This design comes from an exercise in tuning for small area, a short achievable clock period and few clock cycles per item on the open sky130 flow, not from production work. In this exercise RTL edits were held to simulation tests only and were not proved equivalent to the original.

Setup of job 352:
## stackTop
module stackTop (
    input logic clk,
    input logic arstN,
    input logic req,
    input stackPkg::stackOp_t op,
    input logic [stackPkg::dataW-1:0] value,
    output logic ack,
    output logic [stackPkg::dataW-1:0] topValue,
    output logic stackEmpty
);
    localparam int W = stackPkg::dataW;
    localparam int N = stackPkg::ringN;
    logic [W-1:0] top;
    logic [W-1:0] ring [0:N-1];
    logic pol;
    logic [3:0] pos;
    logic [3:0] posNext;
    logic [stackPkg::addrW-1:0] depth;
    logic empty;
    logic exec;
    logic isPush;
    logic isPop;
    logic isAdd;
    logic isSub;
    logic isClear;
    logic rotUp;
    logic rotDown;
    logic [W-1:0] second;
    logic [W-1:0] secR;
    logic [W-1:0] sumR;
    logic [W-1:0] diffR;
    logic [W-1:0] wrData;
    assign exec = req && !ack;
    assign isClear = exec && (op == stackPkg::opClear);
    assign isPush = exec && (op == stackPkg::opPush);
    assign isPop = exec && (op == stackPkg::opPop);
    assign isAdd = exec && (op == stackPkg::opAdd);
    assign isSub = exec && (op == stackPkg::opSub);
    always_comb begin
        second = ({W{pos[0]}} & ring[N-1])
               | ({W{pos[1]}} & ring[0])
  ...
Size in the first run: ~24 I/O pins, roughly 0.030 mm^2 of cells after synthesis.
clock: 6.0 ns
lec_check: 0
cap_margin: 20
core_margin: 2
core_utilization: 60
cts_buf_list: sky130_fd_sc_hd__clkbuf_16
cts_cluster_diameter: 60
cts_cluster_size: 25
setup_slack_margin: 3.6
slew_margin: 20
run.sh (not shown) runs the stock make flow with config.mk's settings and CLKGATE_MAP_FILE= SYNTH_SCRIPT=/design/flow/synth_recipe.tcl, a recipe that flattens the netlist after the stock synthesis.
Testbench counts of job 352, summed over its fixed seeds: cycles 24,000, items 12,000.
Here is what was changed in the inputs of job 1354 compared with job 352.
Settings: swapping 25 for 30 in CTS_CLUSTER_SIZE; swapping 60 for 80 in CTS_CLUSTER_DIAMETER; swapping 60 for 40 in CORE_UTILIZATION.
- Re signed area change from the synthesized netlist to the final layout: job 352 and job 1354 aren't equal, and the higher value belongs to job 1354.
- Looking at number of clock buffers in the layout across job 352 and job 1354, the one that comes out lower is job 1354.
- Routed wire length ends up lower on job 352.
- Per the comparison of job 1354 with job 352, number of tap instances rose 306, via count now larger, initial antenna violation count ~0 delta.


== v6 ==
The RTL this note starts from:
==> flow/design.v <==
package stackPkg;
    localparam int dataW = 8;
    localparam int addrW = 7;
    localparam int ringN = (1 << addrW) - 3;
    typedef enum logic [2:0] {
        opClear,
        opPush,
        opPop,
        opAdd,
        opSub
    } stackOp_t;
endpackage
`timescale 1ns/1ps
module stackTop (
    input logic clk,
    input logic arstN,
    input logic req,
    input stackPkg::stackOp_t op,
    input logic [stackPkg::dataW-1:0] value,
    output logic ack,
    output logic [stackPkg::dataW-1:0] topValue,
    output logic stackEmpty
);
    localparam int W = stackPkg::dataW;
    localparam int N = stackPkg::ringN;
    logic [W-1:0] top;
    logic [W-1:0] second;
    logic [W-1:0] ring [0:N-1];
    logic pol;
    logic [3:0] pos;
    logic [3:0] posNext;
    logic [stackPkg::addrW-1:0] depth;
    logic nonEmpty;
    logic exec;
    logic isPush;
    logic isPop;
    logic isAdd;
    logic isSub;
    logic isClear;
    logic shrink;
    logic rotUp;
    logic rotDown;
    logic [W-1:0] third;
    logic [W-1:0] sumR;
    logic [W-1:0] diffR;
    logic [W-1:0] wrData;
    assign exec = req && !ack;
    assign isClear = exec && (op == stackPkg::opClear);
    assign isPush = exec && (op == stackPkg::opPush);
    assign isPop = exec && (op == stackPkg::opPop);
    assign isAdd = exec && (op == stackPkg::opAdd);
    assign isSub = exec && (op == stackPkg::opSub);
    assign shrink = isPop || isAdd || isSub;
    always_comb begin
        third = ({W{pos[0]}} & ring[N-1])
              | ({W{pos[1]}} & ring[0])
              | ({W{pos[2]}} & ring[1])
              | ({W{pos[3]}} & ring[2]);
        third = third ^ {W{pol}};
    end
    always_ff @(posedge clk) begin
        sumR <= second + top;
        diffR <= second - top;
    end
    assign wrData = ~(second ^ {W{pol}});
    always_comb begin
        if (isPush) posNext = rotUp ? pos : {2'b00, pos[3:2]};
        else if (shrink) posNext = rotUp ? {pos[1:0], 2'b00} : pos;
        else posNext = rotUp ? {pos[2:0], 1'b0} : {1'b0, pos[3:1]};
    end
    always_ff @(posedge clk or negedge arstN) begin
        if (!arstN) begin
            ack <= 1'b0;
            depth <= '0;
            nonEmpty <= 1'b0;
            pol <= 1'b0;
            pos <= 4'b0010;
            rotUp <= 1'b1;
            rotDown <= 1'b0;
        end else begin
            if (exec) ack <= 1'b1;
            else if (!req) ack <= 1'b0;
            pol <= !pol;
            pos <= posNext;
            rotUp <= posNext[0] || posNext[1];
            rotDown <= posNext[2] || posNext[3];
            if (isClear) begin
                depth <= '0;
                nonEmpty <= 1'b0;
            end else if (isPush) begin
                depth <= depth + 1'b1;
                nonEmpty <= 1'b1;
            end else if (shrink) begin
                depth <= depth - 1'b1;
                nonEmpty <= (depth != 1);
            end
        end
    end
    always_ff @(posedge clk) begin
        if (isPush) top <= value;
        else if (isPop) top <= second;
        else if (isAdd) top <= sumR;
        else if (isSub) top <= diffR;
        if (isPush) second <= top;
        else if (shrink) second <= third;
    end
    for (genvar i = 0; i < N; i++) begin : g_ring
        logic [W-1:0] fromBelow;
        logic [W-1:0] fromAbove;
        logic [W-1:0] rotated;
        assign fromBelow = ring[(i + N - 1) % N];
        assign fromAbove = ring[(i + 1) % N];
        assign rotated = ~((fromAbove | {W{rotUp}}) & (fromBelow | {W{rotDown}}));
        if (i == 0 || i == N - 1) begin : g_write
            logic wrHere;
            assign wrHere = isPush && ((i == 0) ? (pos[1] || pos[3]) : (pos[0] || pos[2]));
            always_ff @(posedge clk) begin
                ring[i] <= wrHere ? wrData : rotated;
            end
        end else begin : g_plain
            always_ff @(posedge clk) begin
                ring[i] <= rotated;
            end
        end
    end
    assign topValue = top;
    assign stackEmpty = !nonEmpty;
endmodule
==> flow/config.mk <==
export PLATFORM = sky130hd
export DESIGN_NAME = stackTop
export DESIGN_NICKNAME = stackTop
export VERILOG_FILES = /design/flow/design.v
export SDC_FILE = /design/flow/constraint.sdc
export NUM_CORES = 4
export LEC_CHECK = 0
export ABC_AREA = 1
export CAP_MARGIN = 20
export CORE_MARGIN = 2
export CORE_UTILIZATION = 40
export SETUP_SLACK_MARGIN = 3.8
export SLEW_MARGIN = 20
==> flow/constraint.sdc <==
create_clock -name core_clock -period 6.0 [get_ports {clk}]
set_input_delay 1.2000 -clock core_clock [delete_from_list [all_inputs] [get_ports {clk}]]
set_output_delay 1.2000 -clock core_clock [all_outputs]
set_load 0.01 [all_outputs]
standard.sh (not shown) runs the stock make flow with config.mk's settings and CLKGATE_MAP_FILE= SYNTH_SCRIPT=/design/flow/synth_recipe.tcl, a recipe that flattens the netlist after the stock synthesis.
==> flow/flow/run.sh <==
#!/bin/bash
set -euo pipefail
CTS="-sink_clustering_enable -repair_clock_nets -buf_list sky130_fd_sc_hd__clkbuf_16"
CTS="$CTS -dont_use_dummy_load -sink_clustering_size 30 -sink_clustering_max_diameter 80"
bash standard.sh "CTS_ARGS=$CTS" \
  "BUFFER_PORTS_ARGS=-buffer_cell sky130_fd_sc_hd__buf_4" finish > standard.log 2>&1
Testbench counts of v6, summed over its fixed seeds: cycles 24,000, items 12,000.
## Diff of input files: v7 against v6
# v6
export LEC_CHECK = 0
export ABC_AREA = 1
export CAP_MARGIN = 20
export CORE_MARGIN = 2
export CORE_UTILIZATION = 40
export SETUP_SLACK_MARGIN = 3.8
export SLEW_MARGIN = 20
create_clock -name core_clock -period 6.0 [get_ports {clk}]
# v7
export LEC_CHECK = 0
export ABC_AREA = 1
export CAP_MARGIN = 20
export CORE_MARGIN = 2
export CORE_UTILIZATION = 40
export CTS_BUF_LIST = sky130_fd_sc_hd__clkbuf_16
export CTS_CLUSTER_DIAMETER = 80
export CTS_CLUSTER_SIZE = 30
export SETUP_SLACK_MARGIN = 3.6
export SLEW_MARGIN = 20
create_clock -name core_clock -period 6.0 [get_ports {clk}]
==> flow/run.sh (new file) <==
#!/bin/bash
# synth_recipe.tcl (not shown) runs the flow's synth.tcl, then flattens the netlist and writes it again
# the make line also repeats each setting of config.mk as NAME=value (left out here)
make -C /OpenROAD-flow-scripts/flow DESIGN_CONFIG=/design/flow/config.mk WORK_HOME=/design/flow/orfs CLKGATE_MAP_FILE= SYNTH_SCRIPT=/design/flow/synth_recipe.tcl finish
removed: flow/flow/run.sh
removed: flow/standard.sh
==> comparison <==
Across both runs, via count was higher for v7 than for v6. v7 vs v6 on number of fillers in the final layout: v7 is the higher one. | met1 routing resource usage after global routing | v7 vs v6 | ≈ equal |. Buffering stage count on the worst path with inverters included came out exactly the same in v7 and v6.

-- static timing again, ports no longer ideal --
In the flow no input, the clock included, has a driving cell. The finished layouts below were timed again as built, in two steps.
Step 1 (the two cells are an assumption about what drives the block):
set clk [get_ports {clk}]
set_driving_cell -lib_cell sky130_fd_sc_hd__clkbuf_16 $clk
set_driving_cell -lib_cell sky130_fd_sc_hd__buf_2 [delete_from_list [all_inputs] $clk]
Step 2 adds t to the input delays and takes it off the output delays; t is the mean of the earliest and latest rising clock arrival at the registers after step 1. Input paths then give back, and output paths get back, about the clock's delay inside the block.
Slacks: no drivers / after step 1 / after step 2; pairs: no drivers / after step 1.
run	t, ns	setup WS [ns]	pins driven straight from the clock port
job 352	0.678	3.518 / 3.483 / 3.080	1
job 1354	0.655	3.544 / 3.500 / 3.087	1
v6	0.617	3.613 / 3.552 / 3.351	1
v7	0.677	3.535 / 3.471 / 3.027	1
After both steps every run listed still meets setup and hold. The setup slack of v7, which loses most, moves by -0.064 ns with the drivers and by -0.508 ns with both steps.
